This design comes from an exercise in tuning for small area on the open sky130 flow, not from production work. Function was checked by simulation only, so behaviour that the tests miss may differ from the original. No activity file was given, so power comes from the tool's default toggle rates.

### design/flow/config.mk
export PLATFORM = sky130hd
export DESIGN_NAME = data_fetcher
export DESIGN_NICKNAME = data_fetcher
export VERILOG_FILES = /design/flow/design.v
export SDC_FILE = /design/flow/constraint.sdc
export NUM_CORES = 4
export LEC_CHECK = 0
export CAP_MARGIN = 0
export CORE_MARGIN = 2
export CORE_UTILIZATION = 60
export SLEW_MARGIN = 0
### design/flow/constraint.sdc
create_clock -name core_clock -period 6.0 [get_ports {clk}]
set_input_delay 1.2000 -clock core_clock [delete_from_list [all_inputs] [get_ports {clk}]]
set_output_delay 1.2000 -clock core_clock [all_outputs]
set_load 0.01 [all_outputs]
### design/flow/design.v
package fetch_cfg_pkg;
    typedef struct packed {
        logic                        input_mode;   
        logic [15:0]                 ch_count;     
        logic [3:0]                  kw_count;     
        logic [15:0]                 h_count;
        logic [15:0]                 w_count;
        logic [9:0]                  k_count;
        logic [16-1:0] w_offset;     
        logic [16-1:0] h_stride;     
        logic [16-1:0] w_stride;     
    } fetch_cfg_t;
    typedef struct packed {
        logic                                row_active;
        logic [$clog2(8)-1:0] row_idx;
        logic                                group_last;    
        logic                                ch_wrap;       
        logic                                window_last;   
        logic                                h_wrap;
        logic                                w_wrap;
        logic                                all_last;      
    } loop_evt_t;
endpackage
package fetch_mem_pkg;
    typedef union packed {
        logic [16-1:0] flat;
        struct packed {
            logic                        port_sel;    
            logic [16-5:0] word_idx;
            logic [2:0]                  byte_lane;   
        } split;
    } fmem_addr_u;
    typedef struct packed {
        logic       ren;
        fmem_addr_u addr;
    } fmem_rd_t;
    typedef struct packed {
        logic                        wen0;
        logic                        wen1;
        logic [128-1:0] wd0;
        logic [128-1:0] wd1;
    } fifo_wr_t;
endpackage
`timescale 1ns/1ps
module data_fetcher (
    input  logic                          clk,
    input  logic                          rst,
    input  logic                          start_i,
    input  logic                          step_i,
    input  logic [110:0]                  cfg_i,
    output logic [2:0]                    base_idx1_o,
    output logic [2:0]                    base_idx2_o,
    input  logic [15:0]                   base_data1_i,
    input  logic [15:0]                   base_data2_i,
    input  logic [8*8-1:0] fmap_rd1_i,
    input  logic [8*8-1:0] fmap_rd2_i,
    output logic [16:0]                   rd1_o,
    output logic [16:0]                   rd2_o,
    output logic [257:0]                  fifo_o,
    output logic                          matrix_done_o
);
    logic        input_mode;
    logic [15:0] ch_count;
    logic [3:0]  kw_count;
    logic [15:0] h_count;
    logic [15:0] w_count;
    logic [9:0]  k_count;
    logic [15:0] w_offset;
    logic [15:0] h_stride;
    logic [15:0] w_stride;
    assign {input_mode, ch_count, kw_count, h_count, w_count, k_count,
            w_offset, h_stride, w_stride} = cfg_i;
    logic        pend_q;     
    logic        act_q;      
    logic [2:0]  row_q;
    logic        hi_q;       
    logic [15:0] ch_q;       
    logic [3:0]  kw_q;
    logic [15:0] h_q;
    logic [15:0] w_q;
    logic [9:0]  k_q;
    logic c_last, q_last, h_last, w_last, k_last;
    logic group_last, ch_wrap, window_last, h_wrap, w_wrap, all_last;
    assign c_last = (ch_q == 16'd1);
    assign q_last = (kw_q == 4'd1);
    assign h_last = (h_q == 16'd1);
    assign w_last = (w_q == 16'd1);
    assign k_last = (k_q == 10'd1);
    assign group_last  = act_q & (row_q == 3'd7);
    assign ch_wrap     = group_last & c_last;
    assign window_last = ch_wrap & q_last;
    assign h_wrap      = window_last & h_last;
    assign w_wrap      = h_wrap & w_last;
    assign all_last    = w_wrap & k_last;
    assign matrix_done_o = act_q & (row_q == 3'd6) & c_last & q_last &
                           h_last & w_last & k_last;
    always_ff @(posedge clk) begin
        if (rst) begin
            pend_q <= 1'b0;
            act_q  <= 1'b0;
            row_q  <= 3'd0;
            hi_q   <= 1'b0;
        end else begin
            hi_q   <= input_mode & (row_q[0] ^ act_q);
            pend_q <= start_i | step_i;
            if (pend_q)
                act_q <= 1'b1;
            else if (window_last)
                act_q <= 1'b0;
            if (act_q)
                row_q <= row_q + 3'd1;
        end
    end
    logic [15:0] ch_dec;
    logic [3:0]  kw_dec;
    logic [15:0] h_dec;
    logic [15:0] w_dec;
    logic [9:0]  k_dec;
    assign ch_dec = ch_q - {15'd0, group_last};
    assign kw_dec = kw_q - {3'd0, ch_wrap};
    assign h_dec  = h_q  - {15'd0, window_last};
    assign w_dec  = w_q  - {15'd0, h_wrap};
    assign k_dec  = k_q  - {9'd0, w_wrap};
    always_ff @(posedge clk) begin
        ch_q <= (start_i | ch_wrap)     ? ch_count : ch_dec;
        kw_q <= (start_i | window_last) ? kw_count : kw_dec;
        h_q  <= (start_i | h_wrap)      ? h_count  : h_dec;
        w_q  <= (start_i | w_wrap)      ? w_count  : w_dec;
        k_q  <= (start_i | all_last)    ? k_count  : k_dec;
    end
    logic [15:0] kwb_q;
    logic [15:0] winb_q;
    logic [15:0] wacb_q;
    logic [15:0] bias;
    logic [15:0] add_a;
    logic [15:0] add_b;
    logic [15:0] add_s;
    logic        clr;
    assign bias = {ch_count[12:0] + 13'd1, 3'b000};
    assign clr  = start_i | w_wrap;
    always_comb begin
        if (window_last) begin
            add_a = h_last ? wacb_q : winb_q;
            add_b = h_last ? w_stride : h_stride;
        end else begin
            add_a = kwb_q;
            add_b = w_offset;
        end
    end
    assign add_s = add_a + add_b;
    always_ff @(posedge clk) begin
        if (clr) begin
            kwb_q  <= bias;
            winb_q <= bias;
            wacb_q <= bias;
        end else begin
            if (ch_wrap)
                kwb_q <= add_s;
            if (window_last)
                winb_q <= add_s;
            if (h_wrap)
                wacb_q <= add_s;
        end
    end
    logic        hi_word;    
    logic [12:0] ofs_hi;
    logic [15:0] row_ofs;
    logic [15:0] addr1;
    logic [15:0] addr2;
    assign hi_word     = hi_q;
    assign base_idx1_o = {row_q[2:1], row_q[0] & ~input_mode};
    assign base_idx2_o = {row_q[2:1], row_q[0] | input_mode};
    logic [13:0] ofs_cin;    
    assign ofs_cin = {kwb_q[15:3], 1'b1} + {~ch_q[12:0], hi_word};
    assign ofs_hi  = ofs_cin[13:1];
    assign row_ofs = {ofs_hi, kwb_q[2:0]};
    assign addr1   = base_data1_i + row_ofs;
    assign addr2   = base_data2_i + row_ofs;
    assign rd1_o = {act_q & (input_mode | ~addr1[15]), addr1};
    assign rd2_o = {act_q & (input_mode | addr2[15]), addr2};
    logic        v_q;        
    logic        odd_q;
    logic        sel_q;      
    logic [2:0]  lane1_q;
    logic [2:0]  lane2_q;
    logic        wen0_q;
    logic        wen1_q;
    logic [63:0] line1_q;
    logic [63:0] line2_q;
    always_ff @(posedge clk) begin
        if (rst) begin
            v_q    <= 1'b0;
            wen0_q <= 1'b0;
            wen1_q <= 1'b0;
        end else begin
            v_q    <= act_q;
            wen0_q <= v_q & (odd_q == input_mode);
            wen1_q <= v_q & odd_q;
        end
    end
    always_ff @(posedge clk) begin
        odd_q   <= row_q[0];
        sel_q   <= addr1[15];
        lane1_q <= input_mode ? addr1[2:0] : 3'd0;
        lane2_q <= input_mode ? addr2[2:0] : 3'd0;
    end
    function automatic logic [63:0] rot_bytes(input logic [63:0] word,
                                              input logic [2:0]  lane);
        logic [127:0] dbl;
        dbl = {word, word} >> {lane, 3'b000};
        rot_bytes = dbl[63:0];
    endfunction
    logic [63:0] rot1;
    logic [63:0] rot2;
    assign rot1 = rot_bytes(fmap_rd1_i, lane1_q);
    assign rot2 = rot_bytes(fmap_rd2_i, lane2_q);
    logic [7:0] x1_sel, r1_sel, h1_sel;
    logic [7:0] x2_sel, r2_sel, h2_sel;
    logic [63:0] line1_d;
    logic [63:0] line2_d;
    always_comb begin
        for (int j = 0; j < 8; j++) begin
            x1_sel[j] = ~input_mode & sel_q;
            h1_sel[j] = input_mode & odd_q & (4'(j) + {1'b0, lane1_q} < 4'd8);
            r1_sel[j] = ~x1_sel[j] & ~h1_sel[j];
            x2_sel[j] = ~input_mode & ~sel_q;
            h2_sel[j] = input_mode & odd_q & (4'(j) + {1'b0, lane2_q} < 4'd8);
            r2_sel[j] = ~x2_sel[j] & ~h2_sel[j];
            line1_d[j*8 +: 8] = ({8{x1_sel[j]}} & fmap_rd2_i[j*8 +: 8]) |
                                ({8{h1_sel[j]}} & line1_q[j*8 +: 8]) |
                                ({8{r1_sel[j]}} & rot1[j*8 +: 8]);
            line2_d[j*8 +: 8] = ({8{x2_sel[j]}} & fmap_rd1_i[j*8 +: 8]) |
                                ({8{h2_sel[j]}} & line2_q[j*8 +: 8]) |
                                ({8{r2_sel[j]}} & rot2[j*8 +: 8]);
        end
    end
    always_ff @(posedge clk) begin
        line1_q <= line1_d;
        line2_q <= line2_d;
    end
    assign fifo_o = {wen0_q, wen1_q, 64'd0, line1_q, 64'd0, line2_q};
endmodule
### design/flow/flow/run.sh
#!/bin/bash
# The standard layout (standard.sh), with three changes:
#  - synthesis maps the logic with an area-oriented ABC script (registers untouched),
#  - the port buffers use the smallest buffer cell,
#  - the clock tree uses small clusters of clkbuf_4/clkbuf_8 and no dummy loads.
set -euo pipefail
here=$(pwd)
rm -rf "$here/orfs_scripts"
cp -r "$FLOW_HOME/scripts" "$here/orfs_scripts"
printf '%s\n' '&get -n' '&st' '&dc2' '&syn2' '&dch -f' '&put' 'amap -m' \
  'topo' 'stime -c' 'buffer -c' 'upsize -c' 'dnsize -c' > "$here/orfs_scripts/abc_speed.script"
export SCRIPTS_DIR="$here/orfs_scripts"
export BUFFER_PORTS_ARGS="-buffer_cell sky130_fd_sc_hd__buf_1"
export CTS_ARGS="-sink_clustering_enable -repair_clock_nets -dont_use_dummy_load -buf_list {sky130_fd_sc_hd__clkbuf_4 sky130_fd_sc_hd__clkbuf_8} -sink_clustering_size 16 -sink_clustering_max_diameter 60"
bash standard.sh > standard_flow.log 2>&1
### design/flow/standard.sh
#!/bin/bash
# synth_recipe.tcl (not shown) runs the flow's synth.tcl, then flattens the netlist and writes it again
# the make line also repeats each setting of config.mk as NAME=value (left out here)
make -C /OpenROAD-flow-scripts/flow DESIGN_CONFIG=/design/flow/config.mk WORK_HOME=/design/flow/orfs CLKGATE_MAP_FILE= SYNTH_SCRIPT=/design/flow/synth_recipe.tcl "${@:-finish}"
==> results.txt, run 1 <==
Num CTS Buffers - 24
Die height - 172.0 microns
Seq/Total Area, Yosys - 32.46%
Core area - 27780 sq um
Setup violators final - 0
Fillers - 2504
Clk Latency, worst-skew pair - 0.61 ns
RD Place Congestion - 1.054
P&R area growth vs syn - 10.35%
Final core utilization - 67.24%
Port-buffer cells - 445
Global-route wire length before repair - 103600 microns
Kind of critical path - register to primary output
Commonest non-fill, non-tap cell in the layout - buf_1
Max cap viols - 0
Detailed-route vias per instance - 6.502
Period utilization - 97.03%
Area of the multi-input gates - 9874 sq um
Drt wl/cell - 23.66 microns
WP data required - 4.80 ns
Layout cell share with drive strength beyond 1 - 4.382%
Antenna violations before repair - 7
VDD IR-drop max - 0.2101 mV
Worst-path fanout max - 4
Max incr delay on CP - 0.46 ns
Synth Warn # - 1
Crit path capture type - primary output
DRC errors left - 0
Startpoint Class - register
Skew final - 0.07941 ns
Post-synthesis mux area share - 0%
CTS clk-pin slew, worst paths - 0.11 ns
Placed cells - 2996
Design area - 18680 sq um
Die Area - 29570 sq um
Finished Layout Cells - 3032
Final hold vios - 0
H-tree depth - 1
Worst slew margin relative to its limit - 27.37%
Grt ovf - 0
CP delay by family, top - compound AO/OA/AOI/OAI gates
CTS max path bufs - 3
Post-synthesis xor/xnor area fraction - 0.1552%
Vias in the first global route - 17861
Status - timing/DRC/antenna clean
Clock Tree Root - clkbuf_8
TritonCTS clock tree - yes
Die width - 172.0 microns
Avg Inst Size Synth - 7.385 sq um
Fin. max-slew vios - 0
DP HPWL - 54790 microns
Post-synthesis cell type count - 58
CP arrival - 4.62 ns
Post-synth ARST share - 0%
Mapped Cells - 2292
Min Tclk post-route - 5.822 ns
Crit-path cells - fa_2 > a21oi_1 > ha_1 > nor2b_1 > a311oi_2 > buf_4 > o31ai_1 > a221oi_2 > inv_1 > a31oi_2 > nor3_2 > a311oi_2 > nor2_1 > a21oi_1 > buf_4 > a21oi_2 > buf_6
WL final - 71750 microns
Most frequent cells in the layout - buf_1 (444), o21ai_0 (379), nor2_1 (291), o22ai_1 (288), dfxtp_1 (210)
Compound-cell area share of the yosys netlist - 36.11%
Total track usage - 46.57%
Pwr Total - 5.648 mW
Worst-margin pin slew - 1.089 ns
Placed cell area - 18180 sq um
Number of synthesized flops with an enable pin - 39
DR pass1 iterations - 7
DRT antenna net count - 0
Number of buffers and inverters on the critical path - 4
Post-synthesis adder-cell area fraction - 5.869%
Largest family of logic cells by synthesized area - compound AO/OA/AOI/OAI gates
Reg area - 5503 sq um
Worst hold-check path type - register to register
Vias - 19715
Lkg Pwr - 7.215 nW
Rows - 61
#FFs+latches synth - 255
Post-synth top flop - dfxtp_1
Fmax - 0.1718 GHz
Cell Pwr Density - 302.4 nW/um^2
Starting density of the core - 60.93%
Sink Count - 255
# nets final - 3001
I/O pin total - 574
Synth Cell Area - 16930 sq um
Simple-gate portion of the synthesized area - 12.62%
Worst path slowest cell - edfxtp_1
Initial drt markers - 2729
Largest net degree at the start of global routing - 70
worst paths after layout:
kind / cells after the start / start / slack [ns] / end
worst max-delay path: 17 / kwb_q[3] / 0.18 / rd1_o[16]
worst min-delay path: 0 / row_q[0] / 0.40 / odd_q
worst max register to register: 23 / ch_q[8] / 0.53 / kwb_q[15]
worst min register to register: 0 / row_q[0] / 0.40 / odd_q
metal layers:
metal	routed length (microns)	track usage, %	vias to the layer above
met5	32	0	-
met4	7743	41.03	4
li1	-	-	8843
met3	8811	14.35	463
met2	31240	72.59	1511
met1	23920	51.43	8894
cells by family after synthesis:
group                    Yosys count
AO/OA/AOI/OAI                   1015
XOR/XNOR                           3
other                              1
buffers and inverters            430
flip-flops                       255
AND/OR/NAND/NOR                  511
adder cells (fa/ha/maj)           77
layout make-up:
class / instances / share of cell area, %
timing repair buffer: 470 / 9.987
antenna: 7 / 0.09378
sequential: 255 / 29.46
tap: 378 / 2.532
inverter: 164 / 3.296
multi-input combinational: 1734 / 52.86
clock buffer: 24 / 1.768
per-stage QoR:
step           TNS (ns)  hold WS, ns  worst slack, ns
5_1_grt        -0.05291       0.4238         -0.02871
3_5_place_dp   -0.02107       0.3838         -0.02107
3_3_place_gp          0       0.3799          0.08799
6_report              0       0.3976           0.1782
2_1_floorplan         0       0.3676            1.039
4_1_cts               0       0.3973          0.01880
synth_stat cells, types with 14 or more instances:
master | n | share of area (%)
buf_1 | 17 | 0.38
nor2_1 | 294 | 6.5
inv_2 | 14 | 0.31
ha_1 | 73 | 5.4
clkbuf_1 | 103 | 2.3
inv_1 | 144 | 3.2
nor3_1 | 25 | 0.74
o22a_1 | 19 | 0.98
dfxtp_1 | 216 | 26
a22oi_1 | 164 | 7.3
nand2_1 | 132 | 2.9
o21ai_1 | 15 | 0.44
o21ai_0 | 382 | 11
a21oi_1 | 87 | 2.6
edfxtp_1 | 39 | 6.9
buf_4 | 138 | 6.1
o22ai_1 | 288 | 11
timing repair:
action,CTS,global route
pin swaps,0,7
hold buffers,0,0
endpoints found under the setup margin,2,5
setup buffers,0,5
resized for setup,7,22
gates cloned,0,0
power breakdown:
part / internal, mW / switching (mW)
Clock: 0.357 / 0.603
Sequential: 2.10 / 0.283
Combinational: 0.740 / 1.57
registers in the layout (all words and copies together) (netlist names):
signal / cells
wen0_q: 1
w_q: 16
line2_q: 64
act_q: 1
hi_q: 1
winb_q: 16
kw_q: 4
lane1_q: 3
k_q: 10
ch_q: 16
wacb_q: 16
lane2_q: 3
row_q: 3
pend_q: 1
kwb_q: 16
v_q: 1
wen1_q: 1
h_q: 16
odd_q: 1
line1_q: 64
sel_q: 1
==> run 2, diff against run 1 <==
--- a/design/flow/design.v
+++ b/design/flow/design.v
@@ -73,7 +73,6 @@
     logic        pend_q;     
     logic        act_q;      
     logic [2:0]  row_q;
-    logic        hi_q;       
     logic [15:0] ch_q;       
     logic [3:0]  kw_q;
     logic [15:0] h_q;
@@ -99,9 +98,7 @@
             pend_q <= 1'b0;
             act_q  <= 1'b0;
             row_q  <= 3'd0;
-            hi_q   <= 1'b0;
         end else begin
-            hi_q   <= input_mode & (row_q[0] ^ act_q);
             pend_q <= start_i | step_i;
             if (pend_q)
                 act_q <= 1'b1;
@@ -128,58 +125,55 @@
         w_q  <= (start_i | w_wrap)      ? w_count  : w_dec;
         k_q  <= (start_i | all_last)    ? k_count  : k_dec;
     end
-    logic [15:0] kwb_q;
-    logic [15:0] winb_q;
-    logic [15:0] wacb_q;
-    logic [15:0] bias;
+    logic [15:0] kw_ofs_q;
+    logic [15:0] win_q;
+    logic [15:0] wac_q;
+    logic [15:0] ofs_q;
     logic [15:0] add_a;
     logic [15:0] add_b;
     logic [15:0] add_s;
     logic        clr;
-    assign bias = {ch_count[12:0] + 13'd1, 3'b000};
-    assign clr  = start_i | w_wrap;
+    assign clr = start_i | w_wrap;
     always_comb begin
-        if (window_last) begin
-            add_a = h_last ? wacb_q : winb_q;
+        if (clr) begin
+            add_a = 16'd0;
+            add_b = 16'd0;
+        end else if (window_last) begin
+            add_a = h_last ? wac_q : win_q;
             add_b = h_last ? w_stride : h_stride;
         end else begin
-            add_a = kwb_q;
+            add_a = kw_ofs_q;
             add_b = w_offset;
         end
     end
     assign add_s = add_a + add_b;
     always_ff @(posedge clk) begin
-        if (clr) begin
-            kwb_q  <= bias;
-            winb_q <= bias;
-            wacb_q <= bias;
-        end else begin
-            if (ch_wrap)
-                kwb_q <= add_s;
-            if (window_last)
-                winb_q <= add_s;
-            if (h_wrap)
-                wacb_q <= add_s;
-        end
-    end
-    logic        hi_word;    
-    logic [12:0] ofs_hi;
-    logic [15:0] row_ofs;
+        if (clr || ch_wrap)
+            kw_ofs_q <= add_s;
+        if (clr || window_last)
+            win_q <= add_s;
+        if (clr || h_wrap)
+            wac_q <= add_s;
+    end
+    logic ofs_up, ofs_dn;
+    assign ofs_up = act_q & (input_mode ? ~row_q[0] : (group_last & ~c_last));
+    assign ofs_dn = act_q & input_mode & row_q[0] & (row_q != 3'd7);
+    always_ff @(posedge clk) begin
+        if (clr || ch_wrap)
+            ofs_q <= add_s;
+        else
+            ofs_q[15:3] <= ofs_q[15:3] + {{12{ofs_dn}}, ofs_up | ofs_dn};
+    end
     logic [15:0] addr1;
     logic [15:0] addr2;
-    assign hi_word     = hi_q;
     assign base_idx1_o = {row_q[2:1], row_q[0] & ~input_mode};
     assign base_idx2_o = {row_q[2:1], row_q[0] | input_mode};
-    logic [13:0] ofs_cin;    
-    assign ofs_cin = {kwb_q[15:3], 1'b1} + {~ch_q[12:0], hi_word};
-    assign ofs_hi  = ofs_cin[13:1];
-    assign row_ofs = {ofs_hi, kwb_q[2:0]};
-    assign addr1   = base_data1_i + row_ofs;
-    assign addr2   = base_data2_i + row_ofs;
+    assign addr1 = base_data1_i + ofs_q;
+    assign addr2 = base_data2_i + ofs_q;
     assign rd1_o = {act_q & (input_mode | ~addr1[15]), addr1};
     assign rd2_o = {act_q & (input_mode | addr2[15]), addr2};
     logic        v_q;        
-    logic        odd_q;
+    logic        odd_q;      
     logic        sel_q;      
     logic [2:0]  lane1_q;
     logic [2:0]  lane2_q;
@@ -198,8 +192,8 @@
             wen1_q <= v_q & odd_q;
         end
     end
-    always_ff @(posedge clk) begin
-        odd_q   <= row_q[0];
+    assign odd_q = ~row_q[0];
+    always_ff @(posedge clk) begin
         sel_q   <= addr1[15];
         lane1_q <= input_mode ? addr1[2:0] : 3'd0;
         lane2_q <= input_mode ? addr2[2:0] : 3'd0;
==> run 2 against run 1 <==
Against the previous run:
- wire length fell by 2.8%
- power rose by 9.3%
- final area fell by 0.69%
- synthesized cell count fell by 4.9%
- worst setup slack improved by 0.23 ns
- synthesized area fell by 0.38%
==> results.txt, run 2 <==
RSZ-0062 raised after global routing - no
Sink Count - 266 (+4.3%)
Cell Pwr Density - 332.9 nW/um^2 (+10%)
Final hold vios - 0 (unchanged)
Clock Tree Root - clkbuf_8
Fmax - 0.1787 GHz (+4.1%)
Die height - 171.6 microns (-0.19%)
I/O pin total - 574 (unchanged)
Grt ovf - 0 (unchanged)
Mapped Cells - 2179 (-4.9%)
Skew final - 0.05875 ns (-0.02066 ns)
Largest net degree at the start of global routing - 73 (+4.3%)
Status - timing/DRC/antenna clean
Clock Power Share - 17.1% (about the same)
Synth Warn # - 1 (unchanged)
CTS max path bufs - 3 (unchanged)
WP data required - 6.56 ns (+1.76 ns)
Layout cell share with drive strength beyond 1 - 3.866% (-0.52 points)
Pre-CTS setup slack - 0.3376 ns (+0.3587 ns)
Initial drt markers - 2162 (-21%)
Lkg Pwr - 7.269 nW (+0.74%)
Antenna violations before repair - 6 (-1)
Commonest non-fill, non-tap cell in the layout - buf_1
Crit path capture type - register
Most frequent cells in the layout - buf_1 (445), o21ai_0 (314), o22ai_1 (295), nor2_1 (281), dfxtp_1 (212)
Seq/Total Area, Yosys - 34.43% (+2.0 points)
Starting density of the core - 60.86% (-0.067 points)
Die Area - 29460 sq um (-0.38%)
Synth Cell Area - 16860 sq um (-0.38%)
VDD IR-drop max - 0.1761 mV (-16%)
Post-synthesis cell type count - 61 (+5.2%)
Post-synth ARST share - 0% (unchanged)
Flop pwr share - 42.2% (about the same)
P&R area growth vs syn - 10.01%
Post-synth top cells - o21ai_0 (314), o22ai_1 (295), nor2_1 (282), dfxtp_1 (218), buf_4 (138)
Die width - 171.6 microns (-0.19%)
Number of synthesized flops with an enable pin - 48 (+23%)
Setup violators final - 0 (unchanged)
Final setup margin - 0.4056 ns (+0.2273 ns)
Synth area leaders - dfxtp_1 (26%), o22ai_1 (11%), o21ai_0 (9.3%)
Vias in the first global route - 17268 (-3.3%)
Most frequent cell after synthesis - o21ai_0
Switching Share - 43.37% (about the same)
CTS Hold Bufs - 0 (unchanged)
Drt wl/cell - 23.89 microns (+0.96%)
CP arrival - 6.15 ns (+1.53 ns)
Fin. max-slew vios - 0 (unchanged)
Yosys top cell area share - 25.88% (+0.34 points)
Post-CTS Setup Bufs - 0 (unchanged)
#FFs+latches synth - 266 (+4.3%)
WHS - 0.4617 ns (+0.06404 ns)
DP HPWL - 54390 microns (-0.73%)
TritonCTS clock tree - yes
Kind of critical path - register to register
Core area - 27710 sq um (-0.27%)
Detailed-route vias per instance - 6.482 (-0.32%)
Largest regs - line1_q (64), line2_q (64)
Cell-internal power - 3.498 mW (+9.4%)
Combinational fraction of design power - 40.7% (about the same)
Avg Inst Size Synth - 7.739 sq um (+4.8%)
DR pass1 iterations - 8 (+1)
Post-synth top flop - dfxtp_1
RD Place Congestion - 1.084 (+2.8%)
Vias - 18920 (-4.0%)
CTS clk-pin slew, worst paths - 0.10 ns (about the same)
DRT antenna net count - 0 (unchanged)
Num CTS Buffers - 28 (+17%)
# nets final - 2889 (-3.7%)
Setup tns final - 0 ns (unchanged)
Design area - 18550 sq um (-0.69%)
Port-buffer cells - 445 (unchanged)
Placed cell area - 18140 sq um (-0.21%)
Total track usage - 44.98% (-1.6 points)
Global-route wire length before repair - 99380 microns (-4.1%)
Worst hold-check path type - register to register
Worst-margin pin slew - 1.162 ns (+0.07228 ns)
Clk Latency, worst-skew pair - 0.62 ns (about the same)
Sw power - 2.678 mW (+9.2%)
Period utilization - 93.24% (-3.8 points)
Worst slew margin relative to its limit - 22.19% (-5.2 points)
Startpoint Class - register
H-tree depth - 1 (unchanged)
Max cap viols - 0 (unchanged)
Min Tclk post-route - 5.594 ns (-0.2273 ns)
WL final - 69740 microns (-2.8%)
Rows - 61 (unchanged)
DRC errors left - 0 (unchanged)
Worst-path fanout max - 34 (+30)
Synth area leader - dfxtp_1
## run 2: logic make-up (layout without fill, tap and decap cells)
| family | Yosys count | after routing | share of synthesized area (%) |
|---|---|---|---|
| AOI/OAI and AO/OA | 972 | 972 | 35.76 |
| xor gates and xnor gates | 3 | 3 | 0.1558 |
| adders and majority gates | 77 | 77 | 5.892 |
| buffers and inverters | 393 | 622 | 12.00 |
| DFF | 266 | 266 | 34.43 |
| other | 1 | 134 | 0.02224 |
| and+or+nand+nor | 467 | 467 | 11.74 |
## run 2: final timing paths
path,start,endpoint,slack [ns],cells after the start
worst max-delay path,ch_q[9],ofs_q[15],0.41,25
worst min-delay path,pend_q,act_q,0.46,2
worst max register to register,ch_q[9],ofs_q[15],0.41,25
worst min register to register,pend_q,act_q,0.46,2
## run 2: critical path, cell delays in order (launching register included)
cell and delay [ns]:
dfxtp_1 0.34, or3_1 0.40, or4_1 0.45, or3_4 0.37
nor3_4 0.20, nand2_2 0.11, nor2_4 0.12, inv_4 0.15
nor3_4 0.28, nor2_4 0.13, clkinv_4 0.22, nor2_1 0.09
ha_1 0.33, inv_1 0.07, o21bai_1 0.19, nand2_1 0.11
nand2_1 0.08, a21oi_1 0.09, nand3b_1 0.18, o221ai_1 0.24
inv_1 0.09, o31ai_1 0.39, nor2b_1 0.24, a311oi_1 0.13
a21oi_1 0.31, o32a_1 0.22
## run 2: layout make-up
| type | instances | area (sq um) |
|---|---|---|
| Timing Repair Buffer | 467 | 1836 |
| Clock buffer | 28 | 385.4 |
| Fill cell | 2431 | 9155 |
| Inverter | 127 | 486.7 |
| Antenna cell | 6 | 15.01 |
| Multi-Input combinational cell | 1647 | 9542 |
| Tap cell | 378 | 473.0 |
| Sequential cell | 266 | 5813 |
## run 2: power groups by stage
| stage | Clock, mW | Combinational [mW] | Sequential, mW |
|---|---|---|---|
| floorplan | 0 | 1.44 | 2.66 |
| global placement | 0 | 2.37 | 2.61 |
| detailed placement | 0 | 2.42 | 2.62 |
| CTS | 1.04 | 2.43 | 2.58 |
| global route | 1.10 | 2.72 | 2.63 |
| finish | 1.06 | 2.51 | 2.61 |
## run 2: timing repair
action,in CTS,in global routing
endpoints found under the setup margin,0,12
endpoints found under the hold margin,0,0
resized for setup,0,3
## run 2: stage by stage
stage	power, mW	utilization, %	std cells
floorplan	4.103	-	2306
global placement	4.988	65.48	2885
detailed placement	5.047	65.48	2885
CTS	6.061	66.87	2913
global route	6.447	66.94	2917
finish	6.176	66.96	2919
## run 2: per-layer routing
layer	GRT usage, %	up-vias	share of wire, %
met5	0	-	0.037
met4	42.45	4	11
met3	10.12	403	9.8
met2	73.79	1347	46
met1	47.76	8623	34
li1	-	8543	-
==> run 3, diff against run 2 <==
--- a/design/flow/config.mk
+++ b/design/flow/config.mk
@@ -7,5 +7,5 @@
 export LEC_CHECK = 0
 export CAP_MARGIN = 0
 export CORE_MARGIN = 2
-export CORE_UTILIZATION = 60
+export CORE_UTILIZATION = 66
 export SLEW_MARGIN = 0
==> run 3 against run 2 <==
Against the previous run:
- clock skew decreased by 0.0070 ns
- non-clock buffer count grew 1
- wire length increased by 2.2%
- global-route usage increased by 5.6 points
- via count rose by 2.9%
- power fell by 0.53%
- critical path depth decreased by 1
- combinational power grew 2%
- final cell count fell by 1.6%
- synthesized cell count stayed put
- highest routed layer unchanged
- count of clock-buffer cells in the layout fell by 5
==> results.txt, run 3 <==
Synth Cell Area - 16860 sq um (unchanged)
Die Area - 26840 sq um (-8.9%)
Most frequent cells in the layout - buf_1 (445), o21ai_0 (314), o22ai_1 (295), nor2_1 (281), dfxtp_1 (212)
Antenna violations before repair - 14 (+8)
Synth Warn # - 1 (unchanged)
Sink Count - 266 (unchanged)
Number of buffers and inverters on the critical path - 4 (unchanged)
CTS clk-pin slew, worst paths - 0.08 ns (-0.02 ns)
Startpoint Class - register
CP delay by family, top - simple AND/OR/NAND/NOR gates
Port-buffer cells - 445 (unchanged)
Kind of critical path - register to register
Number of synthesized flops with an enable pin - 48 (unchanged)
Mapped Cells - 2179 (unchanged)
Worst-path fanout max - 34 (unchanged)
Starting density of the core - 67.16% (+6.3 points)
Max cap viols - 0 (unchanged)
Detailed-route vias per instance - 6.775 (+4.5%)
Yosys top cell area share - 25.88% (unchanged)
Vias - 19465 (+2.9%)
CTS Hold Bufs - 0 (unchanged)
Vias in the first global route - 17907 (+3.7%)
R2R depth - 24 (-4.0%)
Num CTS Buffers - 23 (-18%)
#FFs+latches synth - 266 (unchanged)
Grt ovf - 0 (unchanged)
Critical R2R Launch - ch_q[9]
Post-synth ARST share - 0% (unchanged)
R2r setup slk - 0.34 ns (-0.06 ns)
Post-synth top cells - o21ai_0 (314), o22ai_1 (295), nor2_1 (282), dfxtp_1 (218), buf_4 (138)
Lkg Pwr - 7.241 nW (-0.38%)
Worst-margin pin slew - 1.217 ns (+0.05488 ns)
Drt wl/cell - 24.79 microns (+3.8%)
Skew final - 0.05177 ns (-0.006973 ns)
Crit-path cells - or3_1 > or4_1 > or3_4 > nor3_4 > nand2_2 > nor2_4 > inv_4 > nor3_4 > nor2_4 > clkinv_4 > nor2_1 > ha_1 > inv_1 > o21bai_1 > nand2_1 > nand2_1 > a21oi_1 > nand3b_1 > o221ai_1 > inv_1 > o31ai_1 > nor2b_1 > a311oi_1 > a21oi_1
Rows - 58 (-4.9%)
Final setup margin - 0.3426 ns (-0.06295 ns)
Final core utilization - 73.55% (+6.6 points)
Global-route wire length before repair - 102100 microns (+2.7%)
Crit path capture type - register
Clk Latency, worst-skew pair - 0.59 ns (-0.03 ns)
TritonCTS clock tree - yes
Synth area leaders - dfxtp_1 (26%), o22ai_1 (11%), o21ai_0 (9.3%)
WP data required - 6.28 ns (-0.28 ns)
Die width - 163.8 microns (-4.5%)
# nets final - 2885 (-0.14%)
Largest regs - line1_q (64), line2_q (64)
Final hold vios - 0 (unchanged)
CTS max path bufs - 3 (unchanged)
Avg Inst Size Synth - 7.739 sq um (unchanged)
Core area - 25110 sq um (-9.4%)
FF-to-FF End - wac_q[15]
Pre-CTS setup slack - 0.2926 ns (-0.04502 ns)
DRC errors left - 0 (unchanged)
Initial drt markers - 3030 (+40%)
Most frequent cell after synthesis - o21ai_0
Post-synth top flop - dfxtp_1
Largest net degree at the start of global routing - 70 (-4.1%)
Setup violators final - 0 (unchanged)
DRT antenna net count - 0 (unchanged)
Worst slew margin relative to its limit - 18.52% (-3.7 points)
Fin. max-slew vios - 0 (unchanged)
Cell Pwr Density - 332.6 nW/um^2 (about the same)
Worst Hold End - line2_q[25]
Max incr delay on CP - 0.44 ns (about the same)
Period utilization - 94.29% (+1.0 points)
Seq/Total Area, Yosys - 34.43% (unchanged)
DP HPWL - 54500 microns (+0.20%)
Worst path slowest cell - or4_1
P&R area growth vs syn - 9.520%
Fmax - 0.1768 GHz (-1.1%)
Layout cell share with drive strength beyond 1 - 3.872% (+0.0061 points)
WL final - 71240 microns (+2.2%)
Worst hold-check path type - register to register
Die height - 163.8 microns (-4.5%)
I/O pin total - 574 (unchanged)
Status - timing/DRC/antenna clean
CP arrival - 5.94 ns (-0.21 ns)
Post-synthesis cell type count - 61 (unchanged)
Total track usage - 50.57% (+5.6 points)
Hold path startpoint - line2_q[25]
Min Tclk post-route - 5.657 ns (+0.06295 ns)
Commonest non-fill, non-tap cell in the layout - buf_1
Worst hold stages - 2 (unchanged)
H-tree depth - 1 (unchanged)
DR pass1 iterations - 10 (+2)
VDD IR-drop max - 0.2697 mV (+53%)
RD Place Congestion - 1.082 (-0.16%)
Synth area leader - dfxtp_1
Clock Tree Root - clkbuf_8
[run 3: cell counts after synthesis]
No cell type changed its count.
[run 3: metal layers]
layer	track usage [%]	vias up	wire length (microns)
met3	14.60	515	8606
met2	80.71	1628	31640
li1	-	8544	-
met1	52.18	8776	22070
met4	51.12	2	8912
met5	0	-	12
[run 3: final cells by class]
class | instances | area, sq um
Multi-Input combinational cell | 1647 | 9562
Fill cell | 1954 | 6641
Sequential cell | 266 | 5813
Timing Repair Buffer | 468 | 1847
Inverter | 127 | 486.7
Tap cell | 330 | 412.9
Clock buffer | 23 | 316.6
Antenna cell | 12 | 30.03
[run 3: where the power goes]
part / internal, mW / switching (mW) / total, mW
Sequential: 2.27 / 0.332 / 2.60
Clock: 0.344 / 0.629 / 0.973
Combinational: 0.818 / 1.75 / 2.57
Total: 3.43 / 2.71 / 6.14
[run 3: through the flow]
| step | hold WS [ns] | setup TNS [ns] | instance area, sq um | total power [mW] | cells |
|---|---|---|---|---|---|
| global placement | 0.4553 | 0 | 18090 | 4.971 | 2838 |
| global route | 0.5061 | -0.02212 | 18460 | 6.369 | 2869 |
| finish | 0.4772 | 0 | 18470 | 6.143 | 2873 |
| detailed placement | 0.4630 | 0 | 18090 | 5.051 | 2838 |
| CTS | 0.4841 | 0 | 18410 | 5.966 | 2861 |
| floorplan | 0.4130 | 0 | 17340 | 4.103 | 2306 |
[run 3: how the worst max path moves through the flow]
stage | endpoint | depth (start not counted) | startpoint | slack, ns
6_report | wac_q[15] | 24 | ch_q[9] | 0.34
5_1_grt | ofs_q[12] | 27 | ch_q[9] | -0.02
4_1_cts | ofs_q[12] | 27 | ch_q[9] | 0.18
3_5_place_dp | ofs_q[15] | 25 | ch_q[9] | 0.29
3_3_place_gp | ofs_q[15] | 24 | ch_q[9] | 0.57
2_1_floorplan | ofs_q[15] | 15 | cfg_i[110] | 1.22
[run 3: tightest hold or removal path: stages (launching register included)]
cell and delay [ns]:
dfxtp_1 0.33, a22oi_1 0.06, o21ai_0 0.06
[run 3: cell families (layout without fill, tap and decap cells)]
family | Yosys count | count (layout) | share of synthesized area (%)
compound gates | 972 | 972 | 35.76
xor+xnor | 3 | 3 | 0.1558
flops | 266 | 266 | 34.43
other cells | 1 | 140 | 0.02224
fa+ha+maj | 77 | 77 | 5.892
simple gates | 467 | 467 | 11.74
buf+inv | 393 | 618 | 12.00
[run 3: what timing repair did]
action	in CTS	in global routing
resized for setup	0	8
setup buffers	0	0
setup endpoints to repair	0	16
==> run 4, diff against run 3 <==
--- a/design/flow/design.v
+++ b/design/flow/design.v
@@ -168,8 +168,11 @@
     logic [15:0] addr2;
     assign base_idx1_o = {row_q[2:1], row_q[0] & ~input_mode};
     assign base_idx2_o = {row_q[2:1], row_q[0] | input_mode};
-    assign addr1 = base_data1_i + ofs_q;
-    assign addr2 = base_data2_i + ofs_q;
+    logic c1_lo, c2_lo;
+    assign {c1_lo, addr1[7:0]} = {1'b0, base_data1_i[7:0]} + {1'b0, ofs_q[7:0]};
+    assign {c2_lo, addr2[7:0]} = {1'b0, base_data2_i[7:0]} + {1'b0, ofs_q[7:0]};
+    assign addr1[15:8] = base_data1_i[15:8] + ofs_q[15:8] + {7'd0, c1_lo};
+    assign addr2[15:8] = base_data2_i[15:8] + ofs_q[15:8] + {7'd0, c2_lo};
     assign rd1_o = {act_q & (input_mode | ~addr1[15]), addr1};
     assign rd2_o = {act_q & (input_mode | addr2[15]), addr2};
     logic        v_q;        
--- a/design/flow/config.mk
+++ b/design/flow/config.mk
@@ -7,5 +7,5 @@
 export LEC_CHECK = 0
 export CAP_MARGIN = 0
 export CORE_MARGIN = 2
-export CORE_UTILIZATION = 66
+export CORE_UTILIZATION = 60
 export SLEW_MARGIN = 0
==> run 4 against run 3 <==
Against the previous run:
- clock skew is 0.0030 ns higher
- final area is 0.28% higher
- via count is 4.2% lower
- first-iteration DRC count is 25% lower
- core utilization is 6.5 points lower
- die area is 9.1% higher
- fmax is 2.8% lower
==> results.txt, run 4 <==
Vias - 18644 (-4.2%)
# nets final - 2866 (-0.66%)
Number of synthesized flops with an enable pin - 48 (unchanged)
Worst-path fanout max - 2 (-94%)
Clk Latency, worst-skew pair - 0.60 ns (about the same)
DP HPWL - 52000 microns (-4.6%)
CP delay by family, top - simple AND/OR/NAND/NOR gates
Vias in the first global route - 16846 (-5.9%)
Final core utilization - 67.03% (-6.5 points)
Max incr delay on CP - 0.40 ns (-0.04 ns)
Synth Cell Area - 16750 sq um (-0.65%)
Most frequent cell after synthesis - o21ai_0
Final hold vios - 0 (unchanged)
Synth area leaders - dfxtp_1 (26%), o22ai_1 (11%), o21ai_0 (9.3%)
WP data required - 4.80 ns (-1.48 ns)
DRC errors left - 0 (unchanged)
CTS max path bufs - 3 (unchanged)
Hold path startpoint - pend_q
Setup violators final - 0 (unchanged)
Grt ovf - 0 (unchanged)
Skew final - 0.05482 ns (+0.003043 ns)
Worst hold stages - 2 (unchanged)
Detailed-route vias per instance - 6.422 (-5.2%)
Max cap viols - 0 (unchanged)
CTS clk-pin slew, worst paths - 0.08 ns (about the same)
Largest net degree at the start of global routing - 73 (+4.3%)
Setup tns final - 0 ns (unchanged)
Cell mode on critical path - nor2_1
Die Area - 29270 sq um (+9.1%)
Fmax - 0.1719 GHz (-2.8%)
Avg Inst Size Synth - 7.774 sq um (+0.45%)
Seq/Total Area, Yosys - 34.66% (+0.23 points)
Worst slew margin relative to its limit - 16.20% (-2.3 points)
Commonest non-fill, non-tap cell in the layout - buf_1
Drt wl/cell - 23.48 microns (-5.3%)
Mapped Cells - 2155 (-1.1%)
Crit path capture type - primary output
DRT antenna net count - 0 (unchanged)
R2R depth - 26 (+8.3%)
DR pass1 iterations - 8 (-2)
CTS Hold Bufs - 0 (unchanged)
Die height - 171.1 microns (+4.4%)
Num CTS Buffers - 24 (+4.3%)
RD Place Congestion - 1.013 (-6.4%)
Lkg Pwr - 7.191 nW (-0.68%)
Startpoint Class - primary input
#FFs+latches synth - 266 (unchanged)
Status - timing/DRC/antenna clean
Number of buffers and inverters on the critical path - 3 (-1)
Synth area leader - dfxtp_1
Final setup margin - 0.1813 ns (-0.1613 ns)
Period utilization - 96.98% (+2.7 points)
Total track usage - 44.51% (-6.1 points)
Layout cell share with drive strength beyond 1 - 4.223% (+0.35 points)
Finished Layout Cells - 2903 (+1.0%)
Yosys top cell area share - 26.05% (+0.17 points)
Worst Hold End - act_q
Most frequent cells in the layout - buf_1 (441), o21ai_0 (308), o22ai_1 (294), nor2_1 (277), dfxtp_1 (212)
Sink Count - 266 (unchanged)
Placed cell area - 18020 sq um (-0.38%)
Fillers - 2420 (+24%)
Clock Tree Root - clkbuf_8
Design area - 18520 sq um (+0.28%)
Fin. max-slew vios - 0 (unchanged)
TritonCTS clock tree - yes
Starting density of the core - 60.63% (-6.5 points)
Pre-CTS setup slack - -0.05418 ns (-0.3468 ns)
Largest regs - line1_q (64), line2_q (64)
FF-to-FF End - ofs_q[12]
Worst-margin pin slew - 1.256 ns (+0.03916 ns)
Kind of critical path - primary input to primary output
Rows - 61 (+5.2%)
Core area - 27630 sq um (+10%)
CP arrival - 4.62 ns (-1.32 ns)
Die width - 171.1 microns (+4.4%)
Critical R2R Launch - ch_q[9]
Worst path slowest cell - fa_2
Synth Warn # - 1 (unchanged)
Placed cells - 2859 (+0.74%)
Initial drt markers - 2261 (-25%)
Cell Pwr Density - 323.2 nW/um^2 (-2.8%)
R2r setup slk - 0.37 ns (+0.03 ns)
P&R area growth vs syn - 10.55%
Antenna violations before repair - 11 (-3)
WL final - 68160 microns (-4.3%)
VDD IR-drop max - 0.1896 mV (-30%)
Post-synth top flop - dfxtp_1
Global-route wire length before repair - 97620 microns (-4.4%)
Worst hold-check path type - register to register
I/O pin total - 574 (unchanged)
H-tree depth - 1 (unchanged)
Min Tclk post-route - 5.819 ns (+0.1613 ns)
Post-synthesis cell type count - 60 (-1.6%)
Post-synth top cells - o21ai_0 (310), o22ai_1 (294), nor2_1 (280), dfxtp_1 (218), a22oi_1 (140)
Port-buffer cells - 445 (unchanged)
Post-synth ARST share - 0% (unchanged)
-- run 4: changes by cell type in the layout (fill, tap and decap cells not counted), moves of 6 or more --
cell | previous run | this run
a21oi_1 | 76 | 66
nand2_1 | 102 | 90
o21a_1 | 14 | 24
o21ai_0 | 314 | 308
a21oi_2 | 2 | 8
-- run 4: kinds of logic (layout without fill, tap and decap cells) --
| kind of cell | Yosys count | in the layout | share of synthesized area (%) |
|---|---|---|---|
| AOI/OAI and AO/OA | 960 | 960 | 35.51 |
| xor gates and xnor gates | 2 | 2 | 0.1046 |
| adders and majority gates | 79 | 79 | 6.259 |
| buffers and inverters | 396 | 624 | 12.14 |
| DFF | 266 | 266 | 34.66 |
| other | 1 | 143 | 0.02238 |
| and+or+nand+nor | 451 | 451 | 11.31 |
-- run 4: how the worst max path moves through the flow --
stage                          startpoint         to  slack, ns  depth (start not counted)
after floorplan           base_data1_i[0]  rd1_o[16]       0.42                         23
after global placement    base_data1_i[0]  rd1_o[16]       0.07                         25
after detailed placement  base_data1_i[0]  rd1_o[16]      -0.05                         25
after CTS                 base_data1_i[0]  rd1_o[16]       0.05                         26
after global routing      base_data2_i[0]  rd2_o[16]      -0.09                         27
final                     base_data2_i[0]  rd2_o[16]       0.18                         27
-- run 4: tightest hold or removal path: stages (launching register included) --
cell	delay (ns)
dfxtp_1	0.32
a21oi_1	0.04
nor2_1	0.08
-- run 4: report_power, final --
part	internal [mW]	leakage [nW]	switching [mW]	total (mW)
Combinational	0.819	4.70	1.60	2.42
Sequential	2.26	2.32	0.335	2.59
Clock	0.357	0.173	0.616	0.974
-- run 4: layout make-up --
type | instances | area (sq um) | share of cell area, %
antenna | 15 | 37.54 | 0.2027
clock buffer | 24 | 330.3 | 1.784
tap | 378 | 473.0 | 2.554
sequential | 266 | 5813 | 31.39
inverter | 128 | 489.2 | 2.642
timing repair buffer | 472 | 1886 | 10.18
multi-input combinational | 1620 | 9490 | 51.25
-- run 4: repair_timing --
action,CTS,global route
buffers inserted,1,4
setup endpoints to repair,1,17
pin swaps,1,23
resized for setup,5,28
endpoints found under the hold margin,0,0
-- run 4: layer usage --
| layer | vias to the layer above | part of all wire (%) | track usage (%) |
|---|---|---|---|
| met1 | 8538 | 34 | 48.97 |
| met5 | - | 0.019 | 3.130 |
| met3 | 361 | 11 | 10.55 |
| met4 | 2 | 10 | 38.14 |
| met2 | 1309 | 45 | 72.12 |
| li1 | 8434 | - | - |
-- run 4: metrics by stage --
step                      power [mW]  hold WS [ns]
after floorplan                4.047        0.4130
after global placement         4.857        0.4184
after detailed placement       4.917        0.4508
after CTS                      5.852        0.4724
after global routing           6.275        0.5053
final                          5.986        0.4723

[port drivers added, routing unchanged]
The results above use ideal ports. As a check the final layouts listed here were re-extracted and re-timed, cells and wires unchanged. Step 1 sets driving cells, clkbuf_16 on the clock port and buf_2 on the other inputs (assumed; they add their load-dependent delay and slew). Step 2 times the ports against the registers' clock, not the clock port: input delays grow and output delays shrink by t, the midpoint of the rising clock arrivals with the driver on. a / b / c = ideal / step 1 / step 2; a / b = the first two.
| run | shift t [ns] | slack for setup (ns) | latest minus earliest clock arrival (ns) |
|---|---|---|---|
| run 1 | 0.623 | 0.178 / 0.125 / 0.293 | 0.087 / 0.087 |
| run 2 | 0.641 | 0.406 / 0.405 / 0.405 | 0.060 / 0.060 |
| run 3 | 0.621 | 0.343 / 0.342 / 0.342 | 0.057 / 0.058 |
| run 4 | 0.617 | 0.181 / 0.157 / 0.157 | 0.066 / 0.067 |
After both steps setup and hold are still met in every run listed. For run 4, which loses most, drivers alone change the setup slack by -0.024 ns; drivers and shift together by -0.024 ns.
